Background: an optimization exercise with open tools, aiming at small area, a short achievable clock period and few clock cycles. Do not read the settings as production practice.
The RTL was checked by simulation tests, not by an equivalence proof against the original design.
No activity file was given, so power comes from the tool's default toggle rates.

## flow/standard.sh

```bash
#!/bin/bash
# synth_recipe.tcl (not shown) runs the flow's synth.tcl, then flattens the netlist and writes it again
# the make line also repeats each setting of config.mk as NAME=value (left out here)
make -C /OpenROAD-flow-scripts/flow DESIGN_CONFIG=/design/flow/config.mk WORK_HOME=/design/flow/orfs CLKGATE_MAP_FILE= SYNTH_SCRIPT=/design/flow/synth_recipe.tcl "${@:-finish}"
```

## flow/flow/run.sh

```bash
#!/bin/bash
# The standard layout (the standard.sh: standard synthesis, floorplan, power grid, taps,
# placement, CTS, routing), with one change: the buffers that placement puts on every input and
# output port are sky130_fd_sc_hd__buf_1 instead of the resizer's default pick (a delay cell,
# clkdlybuf4s50_1). Every port still gets its own buffer. The full output of make and the tools
# goes to standard_flow.log here; ORFS also keeps each step's log under orfs/logs/.
set -euo pipefail
export BUFFER_PORTS_ARGS="-buffer_cell sky130_fd_sc_hd__buf_1"
bash standard.sh > standard_flow.log 2>&1
```

## flow/constraint.sdc

```tcl
create_clock -name core_clock -period 6.0 [get_ports {iClk}]
set_input_delay 1.2000 -clock core_clock [delete_from_list [all_inputs] [get_ports {iClk}]]
set_output_delay 1.2000 -clock core_clock [all_outputs]
set_load 0.01 [all_outputs]
```

## flow/design.v

```verilog
package execPkg;
	typedef logic [16-1:0]   word_t;
	typedef logic [8-1:0]   byte_t;
	typedef logic [16:0]     aluRes_t;  
	typedef logic [5-1:0]    shAmt_t;
	typedef enum logic [1:0] {OPSEL_RF, OPSEL_MEM, OPSEL_IMM, OPSEL_TWO} opSel_t;
	typedef enum logic [2:0] {EXEC_NOP, EXEC_ALU, EXEC_SHIFT, EXEC_DIV, EXEC_REMAINDER} execOp_t;
	typedef enum logic [3:0] {
		ALU_ADD, ALU_OR, ALU_ADC, ALU_SBB, ALU_AND, ALU_SUB, ALU_XOR, ALU_CMP,
		ALU_INC, ALU_DEC, ALU_NOT, ALU_NEG, ALU_TEST, ALU_PASS1, ALU_PASS2, ALU_SHL2
	} aluFunc_t;
	typedef enum logic [2:0] {SH_ROL, SH_ROR, SH_RCL, SH_RCR, SH_SHL, SH_SHR, SH_SAL, SH_SAR} shFunc_t;
endpackage
`timescale 1ns/10ps
module execAlu
(
	input  execPkg::word_t    op1_i,
	input  execPkg::word_t    op2_i,
	input  execPkg::aluFunc_t func_i,
	input  logic     carry_i,
	output execPkg::aluRes_t  res_o
);
	localparam int W = 16;
	logic   negA;
	logic   useB;
	logic   invB;
	logic   cyIn;
	logic   invCy;   
	logic   isArith;
	logic   isShl2;
	logic [3:0] tt;  
	execPkg::word_t  x;
	execPkg::word_t  y;
	execPkg::word_t  p;
	execPkg::word_t  g;
	execPkg::word_t  lg;
	logic [W:0] c;   
	logic [3:0] f;
	always_comb
	begin
		f       = func_i;
		isArith = (f == execPkg::ALU_ADD) || (f == execPkg::ALU_ADC) || (f == execPkg::ALU_SBB) ||
		          (f == execPkg::ALU_SUB) || (f == execPkg::ALU_CMP) || (f == execPkg::ALU_INC) ||
		          (f == execPkg::ALU_DEC) || (f == execPkg::ALU_NEG);
		isShl2  = (f == execPkg::ALU_SHL2);
		useB    = !f[3];                 
		invB    = f[0] && !(f[3] && f[1]);  
		negA    = f[3] && f[1];          
		invCy   = f[0];                  
		if (f[3])
			cyIn = !f[0] || f[1];        
		else if (f[2])
			cyIn = 1'b1;                 
		else
			cyIn = f[1] && (carry_i ^ f[0]);  
		case (f)
			execPkg::ALU_OR:    tt = 4'b1110;
			execPkg::ALU_AND,
			execPkg::ALU_TEST:  tt = 4'b1000;
			execPkg::ALU_XOR:   tt = 4'b0110;
			execPkg::ALU_NOT:   tt = 4'b0011;
			execPkg::ALU_PASS1: tt = 4'b1100;
			execPkg::ALU_PASS2: tt = 4'b1010;
			default:   tt = 4'b0000;
		endcase
	end
	always_comb
	begin
		logic [W-1:0] gg;
		logic [W-1:0] pp;
		logic [W-1:0] gn;
		logic [W-1:0] pn;
		x  = op1_i ^ {W{negA}};
		y  = (op2_i & {W{useB}}) ^ {W{invB}};
		p  = x ^ y;
		g  = x & y;
		gg = g;
		pp = p;
		for (int d = 1; d < W; d = d * 2)
		begin
			gn = gg;
			pn = pp;
			for (int i = d; i < W; i++)
			begin
				gn[i] = gg[i] | (pp[i] & gg[i-d]);
				pn[i] = pp[i] & pp[i-d];
			end
			gg = gn;
			pp = pn;
		end
		c = {gg | (pp & {W{cyIn}}), cyIn};
	end
	always_comb
	begin
		for (int i = 0; i < W; i++)
			lg[i] = tt[{op1_i[i], op2_i[i]}];
		res_o = '0;
		if (isArith)
			res_o = {c[W] ^ invCy, p ^ c[W-1:0]};
		else if (isShl2)
			res_o = {op2_i[W-2:0], 2'b00};  
		else
			res_o = {1'b0, lg};
	end
endmodule
`timescale 1ns/10ps
module execShifter
(
	input  execPkg::word_t   data_i,
	input  execPkg::shAmt_t  amount_i,
	input  execPkg::shFunc_t func_i,
	input  logic    bw_i,      
	input  logic    carry_i,
	output execPkg::word_t   res_o,
	output logic    carry_o,
	output logic    overflow_o
);
	localparam int W = 16;
	localparam int B = 8;
	logic         isRight;
	logic         isRc;
	logic         isShl;
	logic [4:0]   k;      
	logic [4:0]   t;      
	execPkg::word_t upper;
	execPkg::byte_t upper8;
	logic [2*W:0] src;
	logic [2*W:0] s8;
	logic [2*W:0] s4;
	logic [2*W:0] s2;
	logic [2*W:0] s1;
	logic [W:0]   win;
	execPkg::word_t d;
	execPkg::byte_t d8;
	execPkg::word_t res;
	logic         c;
	logic         topBit;
	logic         nextBit;
	always_comb
	begin
		isRight = func_i[0];
		isRc    = (func_i[2:1] == 2'b01);
		isShl   = func_i[2] && !func_i[0];
		d       = data_i;
		d8      = data_i[B-1:0];
		c       = carry_i;
		if (isRc)
		begin
			if (bw_i)
				k = (amount_i >= 5'd17) ? amount_i - 5'd17 : amount_i;
			else if (amount_i >= 5'd27)
				k = amount_i - 5'd27;
			else if (amount_i >= 5'd18)
				k = amount_i - 5'd18;
			else if (amount_i >= 5'd9)
				k = amount_i - 5'd9;
			else
				k = amount_i;
		end
		else
			k = bw_i ? {1'b0, amount_i[3:0]} : {2'b0, amount_i[2:0]};
		if (isRight || (k == 5'd0))
			t = k;
		else if (isRc)
			t = (bw_i ? 5'd17 : 5'd9) - k;
		else
			t = (bw_i ? 5'd16 : 5'd8) - k;
		if (isRc)
		begin
			upper  = {d[W-2:0], c};
			upper8 = {d8[B-2:0], c};
		end
		else if (!func_i[2] || isShl)
		begin
			upper  = d;
			upper8 = d8;
		end
		else if (func_i[1])
		begin
			upper  = {W{d[W-1]}};   
			upper8 = {B{d8[B-1]}};
		end
		else
		begin
			upper  = '0;            
			upper8 = '0;
		end
		src = {upper, (bw_i ? d[W-1:B] : upper8), d8, c};
		s8  = t[3] ? (src >> 8) : src;
		s4  = t[2] ? (s8 >> 4) : s8;
		s2  = t[1] ? (s4 >> 2) : s4;
		s1  = t[0] ? (s2 >> 1) : s2;
		win = t[4] ? src[2*W:W] : s1[W:0];
		for (int i = 0; i < W; i++)
			res[i] = win[i+1] & !(isShl && (5'(i) < k));
		res_o = bw_i ? res : {{(W-B){1'b0}}, res[B-1:0]};
		if (!isRight && !isRc && (k != 5'd0))
			carry_o = win[1];
		else
			carry_o = win[0];
		topBit  = bw_i ? d[W-1] : d[B-1];
		nextBit = bw_i ? d[W-2] : d[B-2];
		case (func_i)
			execPkg::SH_ROR:  overflow_o = topBit ^ d[0];
			execPkg::SH_RCR:  overflow_o = topBit ^ c;
			execPkg::SH_SHR:  overflow_o = topBit;
			execPkg::SH_SAR:  overflow_o = 1'b0;
			default: overflow_o = topBit ^ nextBit;  
		endcase
	end
endmodule
`timescale 1ns/10ps
module divCtrl
(
	input  logic   bw_i,
	input  execPkg::word_t  op1_i,    
	input  execPkg::word_t  op2_i,    
	input  execPkg::word_t  dx_i,     
	output logic   ovf_o,             
	output execPkg::word_t  divisor_o,
	output execPkg::word_t  remLoad_o,
	output execPkg::word_t  resLoad_o
);
	localparam int W = 16;
	localparam int B = 8;
	assign divisor_o = bw_i ? op1_i : {{(W-B){1'b0}}, op1_i[B-1:0]};
	assign remLoad_o = bw_i ? dx_i : {{(W-B){1'b0}}, op2_i[W-1:B]};
	assign ovf_o     = (remLoad_o >= divisor_o);
	assign resLoad_o = bw_i ? op2_i : {(ovf_o ? op2_i[W-1:B] : op2_i[B-1:0]), {B{1'b0}}};
endmodule
`timescale 1ns/10ps
module divStepCounter
(
	input  logic iClk,
	input  logic load_i,
	input  logic bw_i,
	input  logic step_i,
	output logic lastStep_o
);
	localparam int WORD_CLKS = 16 / 2;
	localparam int BYTE_CLKS = 8 / 2;
	localparam int CW = 3;
	logic [CW-1:0] left;  
	assign lastStep_o = (left == '0);
	always_ff @(posedge iClk)
	begin
		if (load_i)
			left <= bw_i ? CW'(WORD_CLKS - 1) : CW'(BYTE_CLKS - 1);
		else if (step_i)
			left <= left - CW'(1);
	end
endmodule
`timescale 1ns/10ps
module divDatapath
(
	input  logic   bw_i,
	input  logic   last_i,              
	input  execPkg::word_t  rem_i,
	input  execPkg::word_t  quot_i,
	input  execPkg::word_t  divisor_i,
	output execPkg::word_t  rem_o,
	output execPkg::word_t  quot_o
);
	localparam int W  = 16;
	localparam int B  = 8;
	localparam int RB = 2;
	execPkg::word_t r;
	execPkg::word_t sh;
	execPkg::word_t dn;      
	execPkg::word_t p;
	execPkg::word_t gg;
	execPkg::word_t pp;
	execPkg::word_t gn;
	execPkg::word_t pn;
	logic [W:0]     c;       
	logic [RB-1:0]  qBits;
	logic           q;
	always_comb
	begin
		dn = ~divisor_i;
		r  = rem_i;
		for (int s = 0; s < RB; s++)
		begin
			sh = {r[W-2:0], quot_i[W-1-s]};
			p  = sh ^ dn;
			gg = sh & dn;
			pp = p;
			for (int d = 1; d < W; d = d * 2)
			begin
				gn = gg;
				pn = pp;
				for (int i = d; i < W; i++)
				begin
					gn[i] = gg[i] | (pp[i] & gg[i-d]);
					pn[i] = pp[i] & pp[i-d];
				end
				gg = gn;
				pp = pn;
			end
			c = {gg | pp, 1'b1};  
			q = r[W-1] | c[W];
			r = q ? (p ^ c[W-1:0]) : sh;
			qBits[RB-1-s] = q;
		end
		rem_o = r;
		quot_o = {quot_i[W-1-RB:0], qBits};
		if (!bw_i && last_i)
			quot_o[W-1:B] = r[B-1:0];
	end
endmodule
`timescale 1ns/10ps
module execUnit
(
	input  logic     iClk,
	input  logic     rstN_i,
	input  execPkg::execOp_t  exec_i,
	input  execPkg::aluFunc_t func_i,    
	input  logic     bw_i,
	input  execPkg::opSel_t   selIn1_i,
	input  execPkg::opSel_t   selIn2_i,
	input  execPkg::word_t    rf1_i,
	input  execPkg::word_t    rf2_i,
	input  execPkg::word_t    mem_i,
	input  execPkg::word_t    imm1_i,
	input  execPkg::word_t    imm2_i,
	input  execPkg::word_t    dx_i,
	input  logic     carry_i,
	input  logic     stall_i,
	output execPkg::word_t    result_o,
	output logic     isZero_o,
	output logic     carry_o,
	output logic     overflow_o,
	output logic     stallD_o,
	output logic     divErr_o
);
	execPkg::word_t   op1;
	execPkg::word_t   op2;
	execPkg::aluRes_t aluRes;
	execPkg::word_t   shRes;
	logic    shCarry;
	logic    shOvf;
	logic    divOvf;
	execPkg::word_t   divisorIn;
	execPkg::word_t   remLoad;
	execPkg::word_t   resLoad;
	execPkg::word_t   stepRem;
	execPkg::word_t   stepQuot;
	logic    idle;
	logic    divStart;
	logic    divStep;
	logic    lastStep;
	execPkg::word_t   resultQ;     
	execPkg::word_t   remQ;        
	execPkg::word_t   divisorQ;
	logic    carryQ;
	logic    ovfQ;
	logic    stallDQ;
	logic    divErrQ;
	logic    divBwQ;
	always_comb
	begin
		case (selIn1_i)
			execPkg::OPSEL_RF:  op1 = rf1_i;
			execPkg::OPSEL_MEM: op1 = mem_i;
			execPkg::OPSEL_IMM: op1 = imm2_i;   
			default:   op1 = execPkg::word_t'(2);
		endcase
		case (selIn2_i)
			execPkg::OPSEL_RF:  op2 = rf2_i;
			execPkg::OPSEL_MEM: op2 = mem_i;
			execPkg::OPSEL_IMM: op2 = imm1_i;
			default:   op2 = execPkg::word_t'(2);
		endcase
	end
	assign idle     = !stallDQ;
	assign divStart = (exec_i == execPkg::EXEC_DIV) && idle;
	assign divStep  = stallDQ && !stall_i;
	execAlu uAlu (.op1_i(op1), .op2_i(op2), .func_i(func_i), .carry_i(carry_i), .res_o(aluRes));
	execShifter uShifter
	(
		.data_i(op1), .amount_i(rf2_i[5-1:0]), .func_i(execPkg::shFunc_t'(func_i[2:0])),
		.bw_i(bw_i), .carry_i(carry_i), .res_o(shRes), .carry_o(shCarry), .overflow_o(shOvf)
	);
	divCtrl uDivCtrl
	(
		.bw_i(bw_i), .op1_i(op1), .op2_i(op2), .dx_i(dx_i), .ovf_o(divOvf), .divisor_o(divisorIn),
		.remLoad_o(remLoad), .resLoad_o(resLoad)
	);
	divStepCounter uDivCnt
	(
		.iClk(iClk), .load_i(divStart), .bw_i(bw_i), .step_i(divStep), .lastStep_o(lastStep)
	);
	divDatapath uDivData
	(
		.bw_i(divBwQ), .last_i(lastStep), .rem_i(remQ), .quot_i(resultQ), .divisor_i(divisorQ), .rem_o(stepRem),
		.quot_o(stepQuot)
	);
	always_ff @(posedge iClk)
	begin
		if (divStart)
		begin
			divisorQ <= divisorIn;
			divBwQ   <= bw_i;
		end
	end
	execPkg::word_t resultD;
	execPkg::word_t remD;
	logic    carryD;
	logic    ovfD;
	logic    stallDD;
	always_comb
	begin
		resultD = resultQ;
		remD    = remQ;
		carryD  = carryQ;
		ovfD    = ovfQ;
		stallDD = stallDQ;
		if (stallDQ)
		begin
			if (!stall_i)
			begin
				resultD = stepQuot;
				remD    = stepRem;
				stallDD = !lastStep;
			end
		end
		else
		begin
			case (exec_i)
				execPkg::EXEC_ALU:
				begin
					resultD = aluRes[16-1:0];
					carryD  = aluRes[16];
					ovfD    = 1'b0;
				end
				execPkg::EXEC_SHIFT:
				begin
					resultD = shRes;
					carryD  = shCarry;
					ovfD    = shOvf;
				end
				execPkg::EXEC_DIV:
				begin
					resultD = resLoad;
					remD    = remLoad;
					stallDD = !divOvf;
				end
				execPkg::EXEC_REMAINDER: resultD = remQ;
				default: ;
			endcase
		end
	end
	always_ff @(posedge iClk or negedge rstN_i)
	begin
		if (!rstN_i)
		begin
			resultQ <= '0;
			remQ    <= '0;
			carryQ  <= 1'b0;
			ovfQ    <= 1'b0;
			stallDQ <= 1'b0;
			divErrQ <= 1'b0;
		end
		else
		begin
			resultQ <= resultD;
			remQ    <= remD;
			carryQ  <= carryD;
			ovfQ    <= ovfD;
			stallDQ <= stallDD;
			divErrQ <= divStart && divOvf;  
		end
	end
	assign result_o   = resultQ;
	assign isZero_o   = (resultQ == '0);
	assign carry_o    = carryQ;
	assign overflow_o = ovfQ;
	assign stallD_o   = stallDQ;
	assign divErr_o   = divErrQ;
endmodule
```

## flow/config.mk

```make
export PLATFORM = sky130hd
export DESIGN_NAME = execUnit
export DESIGN_NICKNAME = execUnit
export VERILOG_FILES = /design/flow/design.v
export SDC_FILE = /design/flow/constraint.sdc
export NUM_CORES = 4
export LEC_CHECK = 0
export ABC_AREA = 1
export CAP_MARGIN = 20
export CORE_MARGIN = 2
export CORE_UTILIZATION = 50
export SETUP_SLACK_MARGIN = 2.0
export SLEW_MARGIN = 20
```

==> impl_metrics.csv, run 1 <==
group,metric,value,unit
run_status,outcome,"no timing/DRC/antenna violations",
layout,n_antenna_cell,0,
place,post-place-ws,0.518,ns
place,place_hpwl,34200,um
place,place_congestion,1.06,
detailed_routing,drtIter0Drc,1926,
synthesis,ys_seq_elements,56,
layout,design_area,0.0147,mm2
layout,final_common_cell,"nand2_1",
power,leakage,6.86,nW
floorplanning,initial_core_util,50.6,%
clock_network,clockBufferDepth,2,
timing,setup_viol,0,
clock_network,cts.sinks,56,
synthesis,yosysSeqAreaShare,14.8,%
job,maxCapViolations,0,
critical_path,endpoint_kind,"flop",
timing,worst_slew_pin_slew,1.10,ns
synthesis,syn_nets,1935,
power,p_clk_share,5.5,%
hold_path,min_path_type,"flop to flop",
detailed_routing,detail-route-antenna-nets,0,
place,placed_area,0.0112,mm2
floorplanning,io_pins,133,
critical_path,cp_slowest_stage_delay,0.45,ns
detailed_routing,via_per_inst,6.26,
timing,fin_ws,1.16,ns
layout,nets,2242,
critical_path,crit_path_start_kind,"flop",
power,p_seq_share,11.9,%
power,peakVddDrop,0.251,mV
layout,final_layout_size_suffix_gt1_share,28.9,%
synthesis,synthArstFlopShare,64.3,%
clock_network,root_buffer,"clkbuf_16",
synthesis,synth_ff_type,"dfrtp_1",
floorplanning,dieHeight,147,um
synthesis,synth_cell_type_count,53,
detailed_routing,drc,0,
critical_path,critPathRequiredTime,6.26,ns
clock_network,cts_tree,"built",
grt,grt_overflow,0,
grt,grt_max_degree,60,
timing,final-max-slew-violation-count,0,
detailed_routing,drt-total-wl,51300,um
timing,fmax,206,MHz
timing,min_period,4.84,ns
floorplanning,core_region_area,0.0201,mm2
synthesis,postSynthAreaPerCell,5.83,um2
power,total_power,6.13,mW
critical_path,crit_fanout,8,
power,p_comb_share,82.6,%
power,p_int,2.77,mW
timing,fin_crit_sh,80.7,%
floorplanning,die-area,0.0215,mm2
timing,final.setup.tns,0,ns
place,portBuffers,132,
critical_path,crit_type,"flop to flop",
clock_network,htreeDepth,2,
timing,fin_skew,0.0129,ns
grt,grtUsageTotal,42.8,%
power,p_per_area,417,mW/mm2
clock_network,hold_buffers,0,
grt,grt_pass1_vias,13000,
critical_path,worstPathArrival,5.10,ns
synthesis,synthCells,1746,
grt,grt_pass1_wl,72600,um
floorplanning,die_x,147,um
floorplanning,fp-row-count,52,
detailed_routing,vias,14600,
power,p_sw_share,54.8,%
timing,rsz0062_at_grt,"true",
critical_path,cp_slowest_cell,"dfrtp_2",
synthesis,syn_area,0.0102,mm2
timing,finalHoldViolCount,0,
detailed_routing,firstDrtPassIters,9,
clock_network,clkTransAtPathRegs,0.09,ns
layout,mostFrequentLayoutCells,"nand2_1, buf_4, inv_1",
layout,syn_to_final_growth,44.4,%
synthesis,synth-edff-count,20,
layout,post-route-util,73.1,%
grt,antenna_found_initial,0,
detailed_routing,routedWlPerCell,22.1,um
timing,max_slew_margin,26.4,%
clock_network,cts_made_buffers,5,
power,p_sw,3.36,mW
synthesis,yosysWarnings,5,
clock_network,worstSkewPairLatency,0.32,ns
## cells by family after synthesis
logic type	Yosys count	share of synthesized area, %
AO/OA/AOI/OAI	416	23.9
XOR/XNOR	51	4.39
adder cells (fa/ha/maj)	77	9.54
buffers and inverters	291	11.2
flip-flops	56	14.8
AND/OR/NAND/NOR	855	36.2
## power groups by stage
stage | combinational [mW] | sequential, mW | clock [mW]
CTS | 4.21 | 0.716 | 0.334
finish | 5.07 | 0.728 | 0.337
floorplan | 2.53 | 0.675 | 0
global route | 5.40 | 0.733 | 0.346
global placement | 3.30 | 0.725 | 0
detailed placement | 3.32 | 0.727 | 0
## routing by layer
metal | track usage, % | part of all wire (%) | vias up
met1 | 56.8 | 37 | 6543
met4 | 20.7 | 7.4 | 0
met2 | 67.5 | 43 | 1225
met3 | 7.59 | 12 | 276
li1 | - | - | 6511
met5 | 0 | 0 | -
## synthesized netlist by cell type (3+ instances only)
cell type	n	share of area, %
buf_6	3	0.33
nor2_4	4	0.44
inv_2	6	0.22
o221ai_1	9	0.77
nand2_2	15	0.92
nand4_1	23	1.4
nand3_1	205	10
ha_1	76	9.3
o2111ai_1	4	0.34
edfxtp_1	20	5.9
nor2_1	110	4.1
clkbuf_1	51	1.9
a221oi_1	14	1.2
a21oi_1	150	7.4
buf_1	3	0.11
nor3_1	5	0.25
o21ai_0	151	7.4
nand3b_1	3	0.22
a21oi_2	5	0.43
xnor2_1	14	1.2
a21o_1	6	0.44
o21a_1	4	0.30
inv_1	206	7.6
a22oi_1	16	1.2
nand2_1	468	17
nand2_4	3	0.33
buf_2	12	0.59
dfrtp_1	36	8.9
xor2_1	37	3.2
or2_2	5	0.31
o21bai_1	5	0.37
buf_4	3	0.22
a31oi_1	7	0.43
and3_1	9	0.55
o21ai_1	3	0.15
clkinv_1	6	0.22
o211ai_1	27	2.0
## worst max-delay path: cells and delay by family, from the launching register on
family,cells,cell delay [ns]
simple gates,19,2.07
compound gates,7,1.07
flops,1,0.45
buf+inv,6,0.58
fa+ha+maj,2,0.60
## registers in the layout, indices dropped and copies added (netlist names)
register	flops
ovfQ	1
divErrQ	1
divBwQ	1
carryQ	1
stallDQ	1
remQ	16
resultQ	16
divisorQ	16
uDivCnt.left	3
## what timing repair did
item / CTS / global route
cloned: 12 / 3
setup buffers: 128 / 67
resized for setup: 222 / 210
pin swaps: 85 / 114
endpoints found under the setup margin: 33 / 33
## per-stage QoR
step | instances | hold slack (ns)
6_report | 2324 | 0.515
5_1_grt | 2324 | 0.542
4_1_cts | 2254 | 0.519
3_5_place_dp | 2106 | 0.497
3_3_place_gp | 2106 | 0.490
2_1_floorplan | 1746 | 0.464
## cell type report
| cell class | instances | area (um2) |
|---|---|---|
| multi-input combinational | 1407 | 9210 |
| fill | 1629 | 5410 |
| sequential | 56 | 1510 |
| timing repair inverter | 2 | 21.3 |
| tap | 270 | 338 |
| inverter | 219 | 907 |
| clock inverter | 3 | 26.3 |
| timing repair buffer | 362 | 2560 |
| clock buffer | 5 | 125 |
## path summary, 6_finish.rpt
path	slack (ns)	start	to	cells after the start
min	0.51	resultQ[6]$_DFFE_PN0P_	resultQ[6]$_DFFE_PN0P_	2
max	1.16	resultQ[15]$_DFFE_PN0P_	remQ[8]$_DFFE_PN0P_	34
min in group asynchronous	0.94	rstN_i	remQ[10]$_DFFE_PN0P_	2
min reg2reg	0.51	resultQ[6]$_DFFE_PN0P_	resultQ[6]$_DFFE_PN0P_	2
max reg2reg	1.16	resultQ[15]$_DFFE_PN0P_	remQ[8]$_DFFE_PN0P_	34
max in group asynchronous	4.60	rstN_i	resultQ[15]$_DFFE_PN0P_	2
Testbench counts, summed over its fixed seeds: cycles 52,440.
==> inputs of run 2 (changes only) <==
--- a/flow/design.v
+++ b/flow/design.v
@@ -276,13 +276,22 @@
 	logic [RB-1:0]  qBits;
 	logic           q;
+	execPkg::word_t diff;
+	execPkg::word_t shA;     
+	execPkg::word_t shB;     
+	execPkg::word_t g;
+	execPkg::word_t pA;
+	execPkg::word_t gA;
+	execPkg::word_t pB;
+	execPkg::word_t gB;
 	always_comb
 	begin
 		dn = ~divisor_i;
 		r  = rem_i;
+		sh = {rem_i[W-2:0], quot_i[W-1]};
+		p  = sh ^ dn;
+		g  = sh & dn;
 		for (int s = 0; s < RB; s++)
 		begin
-			sh = {r[W-2:0], quot_i[W-1-s]};
-			p  = sh ^ dn;
-			gg = sh & dn;
+			gg = g;
 			pp = p;
 			for (int d = 1; d < W; d = d * 2)
@@ -298,8 +307,23 @@
 				pp = pn;
 			end
-			c = {gg | pp, 1'b1};  
-			q = r[W-1] | c[W];
-			r = q ? (p ^ c[W-1:0]) : sh;
+			c    = {gg | pp, 1'b1};
+			diff = p ^ c[W-1:0];
+			q    = r[W-1] | c[W];
 			qBits[RB-1-s] = q;
+			if (s < RB - 1)
+			begin
+				shA = {sh[W-2:0], quot_i[W-2-s]};
+				shB = {diff[W-2:0], quot_i[W-2-s]};
+				pA  = shA ^ dn;
+				gA  = shA & dn;
+				pB  = shB ^ dn;
+				gB  = shB & dn;
+				p   = (pA & {W{!q}}) | (pB & {W{q}});
+				g   = (gA & {W{!q}}) | (gB & {W{q}});
+				r   = q ? diff : sh;
+				sh  = q ? shB : shA;
+			end
+			else
+				r = q ? diff : sh;
 		end
 		rem_o = r;
--- a/flow/config.mk
+++ b/flow/config.mk
@@ -9,5 +9,5 @@
 export CAP_MARGIN = 20
 export CORE_MARGIN = 2
-export CORE_UTILIZATION = 50
-export SETUP_SLACK_MARGIN = 2.0
+export CORE_UTILIZATION = 55
+export SETUP_SLACK_MARGIN = 1.5
 export SLEW_MARGIN = 20
==> run 2 against run 1 <==
  * Worst hold slack got worse by 0.0056 ns
  * First-iteration DRC count fell by 1.4%
  * Sequential power barely moved
  * Clock power fell by 6.2%
  * Combinational power fell by 6.1%
  * Non-clock buffer count fell by 105
  * Critical path depth fell by 6
  * Flip-flop and latch count did not move
  * Final area fell by 7.1%
  * Die area rose by 1.2%
  * Highest routed layer unchanged
  * Wire length rose by 1.1%
  * Critical endpoint is now resultQ[4]$_DFFE_PN0P_
==> impl_metrics.csv, run 2 <==
group,metric,value,unit
run_status,outcome,"no timing/DRC/antenna violations",
layout,final_common_cell,"nand2_1",
timing,final-max-slew-violation-count,0,
hold_path,whs_path_depth,2,
detailed_routing,drc,0,
synthesis,synth-edff-count,20,
timing,hold_slack,0.509,ns
detailed_routing,drt-total-wl,51900,um
detailed_routing,via_per_inst,6.32,
floorplanning,fp-row-count,52,
clock_network,worstSkewPairLatency,0.31,ns
clock_network,root_buffer,"clkbuf_16",
synthesis,synth_ff_type,"dfrtp_1",
critical_path,crit_fanout,10,
clock_network,cts_made_buffers,5,
grt,grtUsageTotal,44.5,%
power,peakVddDrop,0.239,mV
detailed_routing,vias,15500,
synthesis,syn_nets,2182,
place,placed_area,0.0121,mm2
synthesis,synth_top_area_share,19.7,%
floorplanning,initial_core_util,56.0,%
detailed_routing,drtIter0Drc,1899,
detailed_routing,detail-route-antenna-nets,0,
critical_path,r2r_slack,1.75,ns
layout,design_area,0.0137,mm2
hold_path,whs_endpoint,"resultQ[10]$_DFFE_PN0P_",
timing,setup_viol,0,
synthesis,ys_top_cells_by_count,"nand2_1, nand3_1, inv_1, o21ai_0, nor2_1",
grt,grt_pass1_wl,76100,um
critical_path,crit_path_start_kind,"input pin",
grt,antenna_found_initial,0,
detailed_routing,routedWlPerCell,21.2,um
floorplanning,die_x,148,um
grt,grt_max_degree,41,
critical_path,cp_slowest_cell,"nand4_1",
critical_path,endpoint_kind,"flop",
floorplanning,core_region_area,0.0202,mm2
detailed_routing,firstDrtPassIters,9,
synthesis,synthArstFlopShare,64.3,%
synthesis,yosysWarnings,5,
power,p_per_area,425,mW/mm2
timing,worst_slew_pin_slew,0.994,ns
floorplanning,die-area,0.0218,mm2
timing,fin_skew,0.0113,ns
timing,fmax,225,MHz
synthesis,synth_cell_type_count,62,
place,dp.cells,2342,
clock_network,cts_tree,"built",
synthesis,ys_seq_elements,56,
synthesis,yosysMostFrequentCell,"nand2_1",
critical_path,crit_type,"input pin to flop",
critical_path,crit_buf_inv,5,
floorplanning,io_pins,133,
grt,grt_pass1_vias,13800,
timing,fin_crit_sh,74.1,%
critical_path,cp_slowest_stage_delay,0.26,ns
power,leakage,6.72,nW
critical_path,r2r-start,"remQ[9]$_DFFE_PN0P_",
synthesis,synth.top_cells.by_area,"nand2_1, nand3_1, ha_1",
job,maxCapViolations,0,
critical_path,cpLargestDelayFamily,"simple AND/OR/NAND/NOR gates",
timing,max_slew_margin,33.7,%
floorplanning,dieHeight,148,um
critical_path,worstPathArrival,4.63,ns
layout,reg_top3,"divisorQ (16), remQ (16), resultQ (16)",
layout,final_cells,2444,
synthesis,synth_top_cell_by_area,"nand2_1",
place,portBuffers,132,
clock_network,hold_buffers,0,
timing,rsz0062_at_grt,"true",
layout,multi_input_area,0.00922,mm2
power,total_power,5.81,mW
clock_network,clkTransAtPathRegs,0.08,ns
clock_network,htreeDepth,2,
critical_path,critPathRequiredTime,6.19,ns
timing,min_period,4.44,ns
clock_network,clockBufferDepth,2,
layout,n_antenna_cell,0,
place,place_hpwl,39300,um
timing,final.setup.tns,0,ns
hold_path,min_path_type,"flop to flop",
layout,syn_to_final_growth,20.6,%
critical_path,r2r-end,"remQ[8]$_DFFE_PN0P_",
place,place_congestion,1.09,
timing,finalHoldViolCount,0,
layout,final_layout_size_suffix_gt1_share,14.7,%
clock_network,cts.sinks,56,
synthesis,yosysSeqAreaShare,13.3,%
critical_path,r2r_cells,20,
synthesis,syn_area,0.0113,mm2
synthesis,postSynthAreaPerCell,5.73,um2
layout,seq_area,0.00150,mm2
hold_path,hp-start,"resultQ[10]$_DFFE_PN0P_",
layout,mostFrequentLayoutCells,"nand2_1, inv_1, nand3_1",
layout,fillers,1882,
synthesis,synthCells,1978,
grt,grt_overflow,0,
layout,nets,2377,
-- run 2: cell count changes after synthesis, moves of 15 or more --
cell      previous run  this run
inv_1              206       225
nand3_1            205       228
nand2_1            468       595
ha_1                76        91
o211ai_1            27        11
nor2_1             110       137
-- run 2: worst max-delay path by stage --
stage | start | cells after the start | slack (ns) | to
final | rf2_i[2] | 28 | 1.56 | resultQ[4]$_DFFE_PN0P_
after global routing | rf2_i[2] | 28 | 1.40 | resultQ[4]$_DFFE_PN0P_
after CTS | rf2_i[2] | 28 | 1.50 | resultQ[12]$_DFFE_PN0P_
after detailed placement | selIn2_i[1] | 25 | 0.44 | resultQ[10]$_DFFE_PN0P_
after global placement | selIn2_i[1] | 25 | 0.41 | resultQ[14]$_DFFE_PN0P_
after floorplan | bw_i | 19 | 1.55 | resultQ[8]$_DFFE_PN0P_
-- run 2: cell families after synthesis --
family          after synthesis  synth area share, %
mux                           1               0.0883
fa+ha+maj                    92                 10.2
compound gates              405                 20.9
flops                        56                 13.3
simple gates               1053                 40.2
xor+xnor                     50                 3.93
buf+inv                     321                 11.4
-- run 2: repair_timing --
item                       4_1_cts  5_1_grt
gates resized for setup         49      146
pin swaps                        9       66
setup endpoints to repair       20       33
buffers inserted                18       62
gates cloned                     1       13
-- run 2: metrics by stage --
step	utilization [%]	setup WS, ns
floorplan	-	1.55
CTS	62.4	1.50
global route	67.5	1.40
detailed placement	59.8	0.441
finish	67.5	1.56
global placement	59.8	0.406
-- run 2: tightest hold or removal path: stages, from the launching register on --
cell and delay, ns:
dfrtp_1 0.37, nand2_1 0.06, nand2_1 0.05
-- run 2: cell type report --
type | instances | area share [%]
multi-input combinational | 1606 | 67.5
sequential | 56 | 11.0
timing repair buffer | 257 | 11.0
inverter | 245 | 6.88
tap | 270 | 2.47
clock buffer | 5 | 0.916
clock inverter | 3 | 0.183
timing repair inverter | 2 | 0.0916
-- run 2: routing by layer --
layer  global-route usage, %  wire [um]  vias up
met4                    29.7       4450        0
li1                        -          -     7028
met1                    54.0      18000     6879
met2                    70.9      22800     1225
met3                    9.85       6570      322
met5                       0          0        -
-- run 2: where the power goes --
| group | total (mW) | leakage, nW | internal (mW) | switching (mW) |
|---|---|---|---|---|
| Sequential | 0.731 | 0.628 | 0.533 | 0.198 |
| Combinational | 4.76 | 6.02 | 1.56 | 3.20 |
| Clock | 0.316 | 0.0708 | 0.159 | 0.157 |
Testbench counts of run 2, summed over its fixed seeds: cycles 52,440.
==> inputs of run 3 (changes only) <==
--- a/flow/design.v
+++ b/flow/design.v
@@ -429,22 +429,26 @@
 	end
 	execPkg::word_t resultD;
+	execPkg::word_t resultRest;  
 	execPkg::word_t remD;
 	logic    carryD;
+	logic    carryRest;
 	logic    ovfD;
 	logic    stallDD;
+	logic    aluSel;
 	always_comb
 	begin
-		resultD = resultQ;
-		remD    = remQ;
-		carryD  = carryQ;
-		ovfD    = ovfQ;
-		stallDD = stallDQ;
+		resultRest = resultQ;
+		remD       = remQ;
+		carryRest  = carryQ;
+		ovfD       = ovfQ;
+		stallDD    = stallDQ;
+		aluSel     = 1'b0;
 		if (stallDQ)
 		begin
 			if (!stall_i)
 			begin
-				resultD = stepQuot;
-				remD    = stepRem;
-				stallDD = !lastStep;
+				resultRest = stepQuot;
+				remD       = stepRem;
+				stallDD    = !lastStep;
 			end
 		end
@@ -454,24 +458,27 @@
 				execPkg::EXEC_ALU:
 				begin
-					resultD = aluRes[16-1:0];
-					carryD  = aluRes[16];
-					ovfD    = 1'b0;
+					resultRest = '0;
+					carryRest  = 1'b0;
+					ovfD       = 1'b0;
+					aluSel     = 1'b1;
 				end
 				execPkg::EXEC_SHIFT:
 				begin
-					resultD = shRes;
-					carryD  = shCarry;
-					ovfD    = shOvf;
+					resultRest = shRes;
+					carryRest  = shCarry;
+					ovfD       = shOvf;
 				end
 				execPkg::EXEC_DIV:
 				begin
-					resultD = resLoad;
-					remD    = remLoad;
-					stallDD = !divOvf;
+					resultRest = resLoad;
+					remD       = remLoad;
+					stallDD    = !divOvf;
 				end
-				execPkg::EXEC_REMAINDER: resultD = remQ;
+				execPkg::EXEC_REMAINDER: resultRest = remQ;
 				default: ;
 			endcase
 		end
+		resultD = resultRest | (aluRes[16-1:0] & {16{aluSel}});
+		carryD  = carryRest | (aluRes[16] & aluSel);
 	end
 	always_ff @(posedge iClk or negedge rstN_i)
==> run 3 against run 2 <==
  * Clock power decreased by 2%
  * Area after synthesis grew 2.0%
  * Combinational power down 4.6%
  * Critical path type is now flop to flop
  * Wire length fell by 11%
  * Clock skew hardly changed
  * Via count fell by 5.4%
  * Still clean
  * Global-route usage shrank 4.6 points
  * Count of clock-buffer cells in the layout is the same
  * Power fell by 3.0%
  * Register-to-register slack got worse by 0.05 ns
  * Fmax rose by 3.4%
==> impl_metrics.csv, run 3 <==
group,metric,value,unit
hold_path,min_path_type,"flop to flop",
synthesis,yosysSeqAreaShare,13.0,%
floorplanning,io_pins,133,
timing,fmax,233,MHz
layout,final_cells,2425,
synthesis,ys_top_cells_by_count,"nand2_1, nand3_1, inv_1, o21ai_0, nor2_1",
place,post-place-ws,0.549,ns
critical_path,crit_fanout,17,
layout,syn_to_final_growth,14.0,%
detailed_routing,routedWlPerCell,19.1,um
timing,setup_viol,0,
floorplanning,fp-row-count,53,
critical_path,critPathRequiredTime,6.20,ns
layout,final_common_cell,"nand2_1",
synthesis,synth_ff_type,"dfrtp_1",
critical_path,crit_path_start_kind,"flop",
floorplanning,dieHeight,149,um
synthesis,synth-edff-count,20,
place,place_congestion,1.06,
power,p_per_area,428,mW/mm2
clock_network,cts.sinks,56,
layout,mostFrequentLayoutCells,"nand2_1, nand3_1, inv_1",
timing,fin_crit_sh,71.6,%
synthesis,synthCells,2019,
layout,reg_top3,"divisorQ (16), remQ (16), resultQ (16)",
timing,final.setup.tns,0,ns
timing,rsz0062_at_grt,"false",
detailed_routing,drtIter0Drc,1882,
place,dp.cells,2387,
grt,grt_pass1_vias,12800,
detailed_routing,routed-wl-met2,21000,um
synthesis,yosysMostFrequentCell,"nand2_1",
layout,final_layout_size_suffix_gt1_share,10.5,%
timing,worst_slew_pin_slew,1.10,ns
detailed_routing,wl_met3,4390,um
grt,grt_max_degree,49,
detailed_routing,routed.top_layer,"met4",
clock_network,worstSkewPairLatency,0.31,ns
synthesis,yosysWarnings,5,
power,total_power,5.63,mW
critical_path,worstPathArrival,4.50,ns
detailed_routing,met1_length,18400,um
grt,grtUsageTotal,39.9,%
floorplanning,core_region_area,0.0208,mm2
clock_network,htreeDepth,2,
synthesis,synthArstFlopShare,64.3,%
detailed_routing,drc,0,
layout,n_antenna_cell,0,
timing,max_slew_margin,26.5,%
power,peakVddDrop,0.276,mV
grt,antenna_found_initial,0,
critical_path,crit_type,"flop to flop",
timing,fin_ws,1.70,ns
synthesis,synth_cell_type_count,61,
grt,grt_pass1_wl,69700,um
detailed_routing,detail-route-antenna-nets,0,
timing,hold_slack,0.532,ns
layout,nets,2353,
timing,final-max-slew-violation-count,0,
timing,min_period,4.30,ns
detailed_routing,vias,14600,
synthesis,syn_nets,2223,
synthesis,syn_area,0.0116,mm2
floorplanning,die_x,149,um
grt,grt_overflow,0,
floorplanning,initial_core_util,55.5,%
clock_network,cts_tree,"built",
detailed_routing,drt-total-wl,46300,um
place,portBuffers,132,
job,maxCapViolations,0,
timing,fin_skew,0.0108,ns
synthesis,ys_seq_elements,56,
clock_network,clockBufferDepth,2,
clock_network,root_buffer,"clkbuf_16",
synthesis,synth_top_cell_by_area,"nand2_1",
detailed_routing,via_per_inst,6.03,
synthesis,synth_top_area_share,17.9,%
timing,finalHoldViolCount,0,
power,leakage,6.70,nW
synthesis,synth.top_cells.by_area,"nand2_1, nand3_1, ha_1",
floorplanning,die-area,0.0222,mm2
critical_path,endpoint_kind,"flop",
synthesis,postSynthAreaPerCell,5.72,um2
clock_network,clkTransAtPathRegs,0.08,ns
clock_network,cts_made_buffers,5,
run_status,outcome,"no timing/DRC/antenna violations",
place,place_hpwl,37000,um
detailed_routing,firstDrtPassIters,8,
## run 3: cell types whose count changed in the layout (fill, tap and decap cells not counted), moves of 18 or more
cell      previous run  this run
nand2_1            580       543
o211ai_1            11        29
nand3_1            208       263
inv_1              212       262
buf_4              110        63
nand4_1             36        13
## run 3: routing by layer
layer  up-vias  track usage [%]
li1       7009                -
met1      6620             51.2
met2       860             66.9
met3       124             4.53
met4         0             19.2
met5         -                0
## run 3: stage by stage
stage,util (%),area [um2]
finish,63.3,13200
global route,63.3,13200
CTS,60.8,12700
detailed placement,59.2,12300
global placement,59.2,12300
floorplan,-,11600
## run 3: critical path, cell delays in order (launching register included)
cell     delay [ns]
dfrtp_2        0.45
buf_4          0.20
ha_1           0.23
nand2_1        0.07
nand2_1        0.08
a31oi_2        0.20
o21ai_1        0.12
nor2_1         0.20
inv_1          0.07
a21oi_1        0.20
nor2_1         0.07
nor2_1         0.15
xnor2_1        0.19
ha_1           0.28
inv_1          0.05
nand2_1        0.06
o21ai_2        0.11
o21ai_1        0.14
a21oi_2        0.19
nand2_2        0.13
nor2_8         0.18
nand2_8        0.14
nand2_1        0.12
nand3_1        0.15
nand3_1        0.18
nand2_1        0.07
nand2_1        0.08
nand3_1        0.08
## run 3: kinds of logic after synthesis
kind of cell / after synthesis / synth area share, %
flops: 56 / 13.0
compound gates: 407 / 21.2
simple gates: 1052 / 39.6
xor+xnor: 49 / 3.71
fa+ha+maj: 92 / 10.0
buf+inv: 363 / 12.5
## run 3: power by group
| part | internal (mW) | total, mW | leakage (nW) | switching (mW) |
|---|---|---|---|---|
| sequential | 0.533 | 0.777 | 0.626 | 0.244 |
| clock | 0.159 | 0.311 | 0.0719 | 0.152 |
| combinational | 1.52 | 4.54 | 6.00 | 3.02 |
| total | 2.21 | 5.63 | 6.70 | 3.42 |
## run 3: cell type report
type,count,area [um2]
Clock buffer,5,125
Clock inverter,3,27.5
Fill cell,2088,7650
Inverter,282,1080
Multi-Input combinational cell,1603,9030
Sequential cell,56,1510
Tap cell,275,344
Timing Repair Buffer,201,1060
## run 3: worst paths after layout
path	depth (start not counted)	end	slack, ns	from
worst min register to register	1	ovfQ$_DFFE_PN0P_	0.53	ovfQ$_DFFE_PN0P_
worst max-delay path	27	resultQ[12]$_DFF_PN0_	1.70	resultQ[15]$_DFF_PN0_
min in group asynchronous	1	divErrQ$_DFF_PN0_	0.78	rstN_i
worst min-delay path	1	ovfQ$_DFFE_PN0P_	0.53	ovfQ$_DFFE_PN0P_
max in group asynchronous	2	remQ[1]$_DFFE_PN0P_	4.72	rstN_i
worst max register to register	27	resultQ[12]$_DFF_PN0_	1.70	resultQ[15]$_DFF_PN0_
## run 3: timing repair
item | in CTS | in global routing
pin swaps | 2 | 15
hold buffers | 0 | 0
gates cloned | 1 | 2
buffers inserted | 5 | 21
gates resized for setup | 32 | 77
hold endpoints to repair | 0 | 0
setup endpoints to repair | 32 | 33
Testbench counts of run 3, summed over its fixed seeds: cycles 52,440.
==> inputs of run 4 (changes only) <==
--- a/flow/config.mk
+++ b/flow/config.mk
@@ -10,4 +10,5 @@
 export CORE_MARGIN = 2
 export CORE_UTILIZATION = 55
+export GPL_ROUTABILITY_DRIVEN = 0
 export SETUP_SLACK_MARGIN = 1.5
 export SLEW_MARGIN = 20
==> run 4 against run 3 <==
  * Synthesized cell count stayed put
  * Clock skew is 0.0023 ns higher
  * Critical endpoint is now resultQ[15]$_DFF_PN0_
  * Worst hold slack better by 0.0074 ns
  * Count of clock-buffer cells in the layout stayed put
  * Largest cell class unchanged
  * Flip-flop and latch count stayed put
  * Sequential power hardly changed
  * Sequential share of layout area hardly changed
  * Combinational power hardly changed
  * Highest routed layer unchanged
  * Still clean
==> impl_metrics.csv, run 4 <==
group,metric,value,unit
power,total_power,5.61,mW
timing,worst_slew_pin_slew,1.11,ns
layout,mostFrequentLayoutCells,"nand2_1, nand3_1, inv_1",
layout,nets,2344,
detailed_routing,firstDrtPassIters,6,
clock_network,clkTransAtPathRegs,0.08,ns
detailed_routing,vias,14500,
detailed_routing,drc,0,
detailed_routing,detail-route-antenna-nets,0,
hold_path,min_path_type,"flop to flop",
critical_path,cp_cell_sequence,"buf_1, inv_1, nor2_4, buf_12, nand2_1, and3_2, inv_2, nand2_2, ha_1, a21oi_1, o21ai_0, a2111oi_2, nand3_1, buf_4, nor2_4, o22ai_1, a221oi_1, nand2_1, nand2_1, nand3_1",
timing,fin_skew,0.0131,ns
clock_network,worstSkewPairLatency,0.31,ns
layout,syn_to_final_growth,13.8,%
floorplanning,die-area,0.0222,mm2
timing,min_period,4.36,ns
critical_path,crit_path_start_kind,"input pin",
timing,rsz0062_at_grt,"true",
synthesis,synth_cell_type_count,61,
critical_path,r2r_slack,1.68,ns
critical_path,cpLargestDelayFamily,"simple AND/OR/NAND/NOR gates",
critical_path,crit_fanout,8,
synthesis,synth-edff-count,20,
critical_path,cp_slowest_cell,"a2111oi_2",
synthesis,syn_nets,2223,
clock_network,cts_made_buffers,5,
critical_path,critPathRequiredTime,6.18,ns
synthesis,syn_area,0.0116,mm2
critical_path,crit_type,"input pin to flop",
timing,max_slew_margin,25.8,%
synthesis,synth_top_area_share,17.9,%
place,portBuffers,132,
power,p_per_area,427,mW/mm2
grt,antenna_found_initial,0,
synthesis,ys_seq_elements,56,
layout,design_area,0.0132,mm2
layout,seq_area,0.00151,mm2
layout,n_antenna_cell,0,
floorplanning,dieHeight,149,um
power,leakage,6.65,nW
synthesis,yosysWarnings,5,
place,placed_area,0.0123,mm2
timing,fin_ws,1.64,ns
synthesis,ys_top_cells_by_count,"nand2_1, nand3_1, inv_1, o21ai_0, nor2_1",
clock_network,cts_tree,"built",
synthesis,synth.top_cells.by_area,"nand2_1, nand3_1, ha_1",
floorplanning,die_x,149,um
grt,grt_overflow,0,
clock_network,root_buffer,"clkbuf_16",
clock_network,htreeDepth,2,
grt,grt_max_degree,42,
synthesis,synthCells,2019,
clock_network,clockBufferDepth,2,
layout,final_layout_size_suffix_gt1_share,10.2,%
timing,final-max-slew-violation-count,0,
synthesis,yosysSeqAreaShare,13.0,%
critical_path,endpoint_kind,"flop",
floorplanning,core_region_area,0.0208,mm2
floorplanning,io_pins,133,
critical_path,worstPathArrival,4.54,ns
layout,multi_input_area,0.00908,mm2
run_status,outcome,"no timing/DRC/antenna violations",
place,post-place-ws,0.655,ns
detailed_routing,drtIter0Drc,1582,
grt,grt_pass1_vias,12800,
grt,grt_pass1_wl,68200,um
detailed_routing,routedWlPerCell,18.7,um
timing,fmax,229,MHz
synthesis,synth_top_cell_by_area,"nand2_1",
timing,finalHoldViolCount,0,
timing,final.setup.tns,0,ns
grt,grtUsageTotal,38.9,%
critical_path,cp_slowest_stage_delay,0.42,ns
layout,reg_top3,"divisorQ (16), remQ (16), resultQ (16)",
critical_path,crit_top_cell,"nand2_1",
job,maxCapViolations,0,
synthesis,postSynthAreaPerCell,5.72,um2
floorplanning,initial_core_util,55.5,%
place,place_hpwl,35700,um
layout,final_common_cell,"nand2_1",
detailed_routing,via_per_inst,5.99,
synthesis,synth_ff_type,"dfrtp_1",
synthesis,yosysMostFrequentCell,"nand2_1",
detailed_routing,drt-total-wl,45100,um
timing,fin_crit_sh,72.7,%
layout,fillers,2135,
timing,setup_viol,0,
clock_network,cts.sinks,56,
power,peakVddDrop,0.299,mV
timing,hold_slack,0.540,ns
synthesis,synthArstFlopShare,64.3,%
critical_path,crit_buf_inv,5,
floorplanning,fp-row-count,53,
[run 4: report_power, final]
part	switching, mW	leakage (nW)	internal, mW
Combinational	2.99	5.95	1.52
Sequential	0.246	0.626	0.533
Clock	0.160	0.0719	0.159
[run 4: metal layers]
metal | track usage (%) | up-vias | routed length, um
met5 | 0 | - | 0
met4 | 19.9 | 0 | 2920
met3 | 5.26 | 167 | 4360
met2 | 65.2 | 813 | 20600
met1 | 48.8 | 6495 | 17300
li1 | - | 6993 | -
[run 4: repair_timing]
item	CTS	global route
resized for setup	28	90
endpoints found under the hold margin	0	0
pin swaps	1	17
gates cloned	0	8
buffers inserted	2	16
hold buffers	0	0
setup endpoints to repair	33	33
[run 4: cell type report]
class	count	share of cell area, %
Multi-Input combinational cell	1605	69.0
Timing Repair inverter	1	0.0381
Clock buffer	5	0.951
Sequential cell	56	11.5
Clock inverter	3	0.209
Tap cell	275	2.62
Timing Repair Buffer	189	7.46
Inverter	282	8.25
[run 4: worst register-to-register path, cell delays in order (launching register included)]
cell	delay (ns)
dfrtp_1	0.53
ha_4	0.37
nand2_1	0.10
nor4_4	0.34
nor2_2	0.09
nor3_1	0.15
nor2_1	0.11
o21ai_2	0.18
nand2_1	0.07
nand2_1	0.07
xor2_1	0.23
ha_1	0.27
inv_1	0.05
nand2_1	0.06
o21ai_2	0.10
nor2_1	0.11
nand2_1	0.12
inv_1	0.05
nand2_1	0.07
nand2_2	0.10
nor2_8	0.20
nand2_8	0.15
nand2_1	0.16
nand3_1	0.18
nand3_1	0.14
nand2_1	0.06
nand2_1	0.05
nand3_1	0.09
[run 4: kinds of logic (layout without fill, tap and decap cells)]
logic type | count (synthesis) | in the layout | synth area share, %
buffers and inverters | 363 | 480 | 12.5
XOR/XNOR | 49 | 49 | 3.71
adder cells (fa/ha/maj) | 92 | 92 | 10.0
flip-flops | 56 | 56 | 13.0
AO/OA/AOI/OAI | 407 | 407 | 21.2
AND/OR/NAND/NOR | 1052 | 1057 | 39.6
[run 4: final timing paths]
check,from,to,depth (start not counted)
setup reg to reg,remQ[2]$_DFFE_PN0P_,resultQ[12]$_DFF_PN0_,27
hold reg to reg,ovfQ$_DFFE_PN0P_,ovfQ$_DFFE_PN0P_,1
max in group asynchronous,rstN_i,remQ[1]$_DFFE_PN0P_,2
setup / recovery,selIn1_i[0],resultQ[15]$_DFF_PN0_,20
min in group asynchronous,rstN_i,divErrQ$_DFF_PN0_,1
hold / removal,ovfQ$_DFFE_PN0P_,ovfQ$_DFFE_PN0P_,1
[run 4: metrics by stage]
stage,util [%],cells
floorplan,-,2019
global placement,59.0,2381
detailed placement,59.0,2381
CTS,60.4,2391
global route,63.2,2416
finish,63.2,2416
==> inputs of run 5 (changes only) <==
--- a/flow/config.mk
+++ b/flow/config.mk
@@ -9,6 +9,5 @@
 export CAP_MARGIN = 20
 export CORE_MARGIN = 2
-export CORE_UTILIZATION = 55
-export GPL_ROUTABILITY_DRIVEN = 0
+export CORE_UTILIZATION = 60
 export SETUP_SLACK_MARGIN = 1.5
 export SLEW_MARGIN = 20
==> run 5 against run 4 <==
  * Still clean on timing, DRC and antenna
  * Via count up 2.0%
  * Count of clock-buffer cells in the layout up 2
  * Combinational power about the same
  * Clock power down 6%
  * Flip-flop and latch count unchanged
  * Largest cell class unchanged
  * Largest power group unchanged
==> impl_metrics.csv, run 5 <==
group,metric,value,unit
timing,setup_viol,0,
synthesis,yosysWarnings,5,
power,leakage,6.63,nW
layout,seq_area,0.00150,mm2
floorplanning,core_region_area,0.0188,mm2
synthesis,synth_cell_type_count,61,
place,portBuffers,132,
timing,final.setup.tns,0,ns
timing,min_period,4.35,ns
detailed_routing,via_per_inst,6.15,
grt,grt_max_degree,49,
synthesis,postSynthAreaPerCell,5.72,um2
floorplanning,fp-row-count,50,
layout,fillers,1769,
clock_network,cts_made_buffers,5,
critical_path,crit_fanout,13,
layout,final_common_cell,"nand2_1",
synthesis,synthArstFlopShare,64.3,%
clock_network,hold_buffers,0,
detailed_routing,drc,0,
critical_path,r2r_cells,28,
critical_path,cp_cell_sequence,"buf_1, inv_1, nand2_1, clkinvlp_4, buf_12, nand2_1, nand3_2, nand2_2, ha_1, a21oi_1, o21ai_0, a2111oi_2, nand3_1, buf_4, nor2_4, inv_1, nand2_1, o21ai_0, a22oi_1, nand3_1, nand2_1, nand3_1",
timing,fmax,230,MHz
detailed_routing,vias,14800,
floorplanning,io_pins,133,
grt,grt_overflow,0,
synthesis,syn_nets,2223,
synthesis,ys_seq_elements,56,
grt,grt_pass1_vias,12800,
critical_path,cp_slowest_cell,"a2111oi_2",
layout,multi_input_area,0.00899,mm2
grt,grt_pass1_wl,68200,um
critical_path,crit_buf_inv,6,
layout,nets,2341,
timing,fin_crit_sh,72.5,%
synthesis,yosysMostFrequentCell,"nand2_1",
synthesis,syn_area,0.0116,mm2
detailed_routing,drtIter0Drc,1804,
timing,fin_skew,0.00563,ns
detailed_routing,firstDrtPassIters,8,
clock_network,cts_tree,"built",
power,p_per_area,431,mW/mm2
critical_path,cpLargestDelayFamily,"simple AND/OR/NAND/NOR gates",
critical_path,cp.depth,22,
synthesis,synthCells,2019,
clock_network,clockBufferDepth,2,
place,dp.cells,2367,
grt,grtUsageTotal,42.4,%
critical_path,crit_path_start_kind,"input pin",
timing,finalHoldViolCount,0,
place,place_congestion,1.11,
clock_network,htreeDepth,2,
grt,antenna_found_initial,0,
job,maxCapViolations,0,
hold_path,min_path_type,"flop to flop",
layout,reg_top3,"divisorQ (16), remQ (16), resultQ (16)",
layout,final_cells,2398,
synthesis,yosysSeqAreaShare,13.0,%
floorplanning,initial_core_util,61.4,%
floorplanning,die-area,0.0204,mm2
synthesis,synth-edff-count,20,
clock_network,root_buffer,"clkbuf_16",
synthesis,synth_ff_type,"dfrtp_1",
timing,rsz0062_at_grt,"true",
power,peakVddDrop,0.299,mV
run_status,outcome,"no timing/DRC/antenna violations",
synthesis,ys_top_cells_by_count,"nand2_1, nand3_1, inv_1, o21ai_0, nor2_1",
clock_network,clkTransAtPathRegs,0.07,ns
timing,worst_slew_pin_slew,1.04,ns
timing,max_slew_margin,30.2,%
detailed_routing,detail-route-antenna-nets,0,
layout,final_layout_size_suffix_gt1_share,9.35,%
layout,n_antenna_cell,0,
layout,syn_to_final_growth,12.4,%
critical_path,crit_top_cell,"nand2_1",
synthesis,synth.top_cells.by_area,"nand2_1, nand3_1, ha_1",
critical_path,worstPathArrival,4.54,ns
critical_path,endpoint_kind,"flop",
hold_path,whs_path_depth,1,
clock_network,cts.sinks,56,
detailed_routing,routedWlPerCell,19.0,um
place,place_hpwl,35400,um
critical_path,crit_type,"input pin to flop",
critical_path,critPathRequiredTime,6.19,ns
clock_network,worstSkewPairLatency,0.30,ns
floorplanning,dieHeight,143,um
critical_path,cp_slowest_stage_delay,0.37,ns
timing,final-max-slew-violation-count,0,
synthesis,synth_top_cell_by_area,"nand2_1",
floorplanning,die_x,143,um
detailed_routing,drt-total-wl,45500,um
layout,mostFrequentLayoutCells,"nand2_1, inv_1, nand3_1",
synthesis,synth_top_area_share,17.9,%
run 5: cell types whose count changed in the layout (fill, tap and decap cells not counted), moves of 3 or more:
cell,change
nand2_2,-6
nand2_1,+5
nand3_1,-4
nand3_2,+4
a221oi_4,-3
buf_4,+3
clkinvlp_4,-3
run 5: cell families (layout without fill, tap and decap cells):
kind of cell / count (synthesis) / count (layout) / synth area share [%]
AND/OR/NAND/NOR: 1052 / 1057 / 39.6
AO/OA/AOI/OAI: 407 / 407 / 21.2
buffers and inverters: 363 / 477 / 12.5
adder cells (fa/ha/maj): 92 / 92 / 10.0
flip-flops: 56 / 56 / 13.0
XOR/XNOR: 49 / 49 / 3.71
run 5: where the power goes:
group          total, mW  internal [mW]  leakage [nW]  switching, mW
Combinational       4.53           1.50          5.94           3.03
Sequential         0.764          0.531         0.628          0.232
Clock              0.302          0.157        0.0681          0.145
run 5: worst paths after layout:
path,slack (ns),endpoint,from
min in group asynchronous,1.04,divErrQ$_DFF_PN0_,rstN_i
max in group asynchronous,4.24,remQ[1]$_DFFE_PN0P_,rstN_i
setup reg to reg,1.67,resultQ[11]$_DFF_PN0_,remQ[2]$_DFFE_PN0P_
hold / removal,0.56,uDivCnt.left[0]$_SDFFCE_PP1P_,uDivCnt.left[0]$_SDFFCE_PP1P_
hold reg to reg,0.56,uDivCnt.left[0]$_SDFFCE_PP1P_,uDivCnt.left[0]$_SDFFCE_PP1P_
setup / recovery,1.65,resultQ[8]$_DFF_PN0_,selIn1_i[0]
run 5: area by class of cell:
cell class	count	area share [%]
clock buffer	7	1.02
clock inverter	1	0.0674
inverter	282	8.33
multi-input combinational	1605	69.2
sequential	56	11.6
tap	260	2.50
timing repair buffer	187	7.25
run 5: through the flow:
stage | instance area (um2) | util (%) | hold WS, ns | power, mW | setup slack, ns
3_3_place_gp | 12300 | 65.2 | 0.536 | 4.78 | 0.661
6_report | 13000 | 69.0 | 0.565 | 5.60 | 1.65
5_1_grt | 13000 | 69.0 | 0.560 | 6.05 | 1.40
4_1_cts | 12500 | 66.6 | 0.559 | 5.23 | 1.49
3_5_place_dp | 12300 | 65.2 | 0.544 | 4.90 | 0.543
2_1_floorplan | 11600 | - | 0.470 | 3.84 | 1.55
run 5: repair_timing:
item,CTS,global route
pin swaps,2,18
resized for setup,26,76
cloned,1,4
setup buffers,1,16
setup endpoints to repair,25,33
run 5: routing by layer:
layer  up-vias  track usage [%]  part of all wire [%]
met2      1085             66.8                    42
met1      6479             54.4                    37
met3       196             10.3                    14
met4         0             21.1                   6.2
li1       6998                -                     -
met5         -                0                     0
==> inputs of run 6 (changes only) <==
--- a/flow/config.mk
+++ b/flow/config.mk
@@ -9,5 +9,5 @@
 export CAP_MARGIN = 20
 export CORE_MARGIN = 2
-export CORE_UTILIZATION = 60
+export CORE_UTILIZATION = 50
 export SETUP_SLACK_MARGIN = 1.5
 export SLEW_MARGIN = 20
==> run 6 against run 5 <==
  * Critical path depth grew 5
  * Clock skew rose by 0.0045 ns
  * Fmax about the same
  * Count of clock-buffer cells in the layout is 1 lower
  * Die area rose by 19%
  * Flip-flop and latch count stayed put
  * Sequential power increased by 1%
==> impl_metrics.csv, run 6 <==
group,metric,value,unit
synthesis,synth.top_cells.by_area,"nand2_1, nand3_1, ha_1",
power,leakage,6.69,nW
grt,antenna_found_initial,0,
floorplanning,core_region_area,0.0226,mm2
critical_path,crit_fanout,10,
layout,n_antenna_cell,0,
run_status,outcome,"no timing/DRC/antenna violations",
clock_network,cts.sinks,56,
timing,min_period,4.35,ns
place,placed_area,0.0124,mm2
layout,reg_top3,"divisorQ (16), remQ (16), resultQ (16)",
grt,grtUsageTotal,37.5,%
power,p_clk_share,5.3,%
synthesis,synth_top_cell_by_area,"nand2_1",
grt,grt_pass1_wl,71500,um
timing,rsz0062_at_grt,"false",
clock_network,root_buffer,"clkbuf_16",
detailed_routing,routedWlPerCell,19.6,um
timing,worst_slew_pin_slew,1.13,ns
synthesis,synth_cell_type_count,61,
power,p_sw_share,60.7,%
place,post-place-ws,0.479,ns
detailed_routing,drt-total-wl,47900,um
synthesis,synth-edff-count,20,
critical_path,worstPathArrival,4.54,ns
synthesis,synthArstFlopShare,64.3,%
timing,fin_ws,1.65,ns
floorplanning,io_pins,133,
layout,design_area,0.0132,mm2
clock_network,htreeDepth,2,
timing,final.setup.tns,0,ns
floorplanning,dieHeight,156,um
timing,fmax,230,MHz
grt,grt_pass1_vias,12800,
power,total_power,5.57,mW
place,portBuffers,132,
critical_path,crit_type,"input pin to flop",
critical_path,cp_slowest_stage_delay,0.28,ns
hold_path,min_path_type,"flop to flop",
critical_path,crit_top_cell,"nand3_1",
clock_network,cts_tree,"built",
detailed_routing,drc,0,
layout,final_cells,2436,
timing,setup_viol,0,
synthesis,synth_top_area_share,17.9,%
power,p_seq_share,13.9,%
synthesis,postSynthAreaPerCell,5.72,um2
floorplanning,fp-row-count,55,
critical_path,critPathRequiredTime,6.19,ns
power,p_per_area,422,mW/mm2
critical_path,endpoint_kind,"flop",
clock_network,worstSkewPairLatency,0.30,ns
layout,final_layout_size_suffix_gt1_share,10.5,%
timing,max_slew_margin,24.1,%
critical_path,cp_slowest_cell,"ha_1",
grt,grt_overflow,0,
timing,finalHoldViolCount,0,
timing,final-max-slew-violation-count,0,
critical_path,crit_path_start_kind,"input pin",
clock_network,cts_made_buffers,5,
detailed_routing,firstDrtPassIters,7,
timing,fin_skew,0.0101,ns
detailed_routing,via_per_inst,5.99,
place,dp.cells,2401,
detailed_routing,detail-route-antenna-nets,0,
grt,grt_max_degree,50,
place,place_hpwl,37700,um
power,peakVddDrop,0.269,mV
floorplanning,die-area,0.0243,mm2
power,p_comb_share,80.8,%
synthesis,synth_ff_type,"dfrtp_1",
synthesis,ys_seq_elements,56,
power,p_int,2.19,mW
layout,mostFrequentLayoutCells,"nand2_1, nand3_1, inv_1",
layout,fillers,2401,
floorplanning,initial_core_util,51.0,%
floorplanning,die_x,156,um
detailed_routing,vias,14600,
synthesis,synthCells,2019,
clock_network,clockBufferDepth,2,
job,maxCapViolations,0,
synthesis,ys_top_cells_by_count,"nand2_1, nand3_1, inv_1, o21ai_0, nor2_1",
place,place_congestion,1.06,
synthesis,yosysSeqAreaShare,13.0,%
layout,final_common_cell,"nand2_1",
detailed_routing,drtIter0Drc,1932,
layout,syn_to_final_growth,14.1,%
synthesis,syn_nets,2223,
synthesis,yosysWarnings,5,
timing,fin_crit_sh,72.6,%
synthesis,yosysMostFrequentCell,"nand2_1",
clock_network,clkTransAtPathRegs,0.08,ns
power,p_sw,3.38,mW
synthesis,syn_area,0.0116,mm2
layout,nets,2354,
-- run 6: cell counts after synthesis --
No cell type changed its count.
-- run 6: cell families after synthesis --
logic type	after synthesis	share of synthesized area, %
xor gates and xnor gates	49	3.71
buffers and inverters	363	12.5
and+or+nand+nor	1052	39.6
AOI/OAI and AO/OA	407	21.2
DFF	56	13.0
adders and majority gates	92	10.0
-- run 6: critical path: cells and delay by family --
kind | cells | cell delay (ns)
and+or+nand+nor | 20 | 2.18
buffers and inverters | 5 | 0.67
adders and majority gates | 2 | 0.49
-- run 6: per-layer routing --
layer,part of all wire (%),vias up,global-route usage (%)
met3,9.8,112,5.36
met5,0,-,0
li1,-,7016,-
met4,4.8,0,17.4
met1,42,6629,51.7
met2,43,838,57.9
-- run 6: power groups by stage --
stage | sequential (mW) | combinational (mW) | clock, mW
2_1_floorplan | 0.676 | 3.17 | 0
3_3_place_gp | 0.759 | 4.09 | 0
3_5_place_dp | 0.759 | 4.16 | 0
4_1_cts | 0.752 | 4.25 | 0.295
5_1_grt | 0.779 | 4.99 | 0.306
6_report | 0.772 | 4.50 | 0.298
-- run 6: area by class of cell --
class / instances / area, um2 / share of cell area [%]
Inverter: 282 / 1080 / 8.16
Multi-Input combinational cell: 1607 / 9060 / 68.7
Tap cell: 285 / 357 / 2.70
Clock inverter: 2 / 12.5 / 0.0949
Timing Repair Buffer: 198 / 1040 / 7.91
Sequential cell: 56 / 1510 / 11.4
Clock buffer: 6 / 129 / 0.977
-- run 6: final timing paths --
kind / from / end / slack (ns) / depth (start not counted)
setup reg to reg: remQ[1]$_DFFE_PN0P_ / resultQ[11]$_DFF_PN0_ / 1.79 / 29
setup / recovery: rf2_i[2] / resultQ[13]$_DFF_PN0_ / 1.65 / 27
hold reg to reg: carryQ$_DFF_PN0_ / carryQ$_DFF_PN0_ / 0.57 / 2
hold / removal: carryQ$_DFF_PN0_ / carryQ$_DFF_PN0_ / 0.57 / 2
max in group asynchronous: rstN_i / remQ[0]$_DFFE_PN0P_ / 4.24 / 1
min in group asynchronous: rstN_i / divErrQ$_DFF_PN0_ / 1.06 / 1
-- run 6: what timing repair did --
item,in CTS,in global routing
setup endpoints to repair,33,33
buffers inserted,7,13
pin swaps,4,12
hold buffers,0,0
cloned,0,7
gates resized for setup,31,81
-- run 6: through the flow --
step,hold WS [ns],util [%]
6_report,0.568,58.2
3_3_place_gp,0.530,54.7
4_1_cts,0.557,56.0
5_1_grt,0.574,58.2
3_5_place_dp,0.541,54.7
2_1_floorplan,0.470,-

-- static timing again, ports no longer ideal --
Ports are ideal in the flow. The routed layouts listed here were re-timed in OpenROAD. Step 1 assumes that a clkbuf_16 drives the clock port and a buf_2 every other input. Step 2 also shifts input and output timing later by t, the mid clock arrival at the registers, as if the neighbouring blocks saw the same clock. Slacks: ideal ports / drivers / drivers and shift; pairs: ideal ports / drivers.
run | t (ns) | slack for setup (ns) | clock arrival spread, ns | cell pins on the clock port's net
run 1 | 0.359 | 1.157 / 1.157 / 1.157 | 0.013 / 0.013 | 1
run 2 | 0.352 | 1.557 / 1.584 / 1.231 | 0.011 / 0.011 | 1
run 3 | 0.340 | 1.702 / 1.702 / 1.395 | 0.011 / 0.012 | 1
run 4 | 0.344 | 1.640 / 1.654 / 1.311 | 0.013 / 0.013 | 1
run 5 | 0.335 | 1.650 / 1.663 / 1.328 | 0.006 / 0.006 | 1
run 6 | 0.339 | 1.647 / 1.670 / 1.331 | 0.010 / 0.010 | 1
After both steps every run listed still meets setup and hold. The setup slack of run 4, which loses most, moves by +0.014 ns with the drivers and by -0.329 ns with both steps.
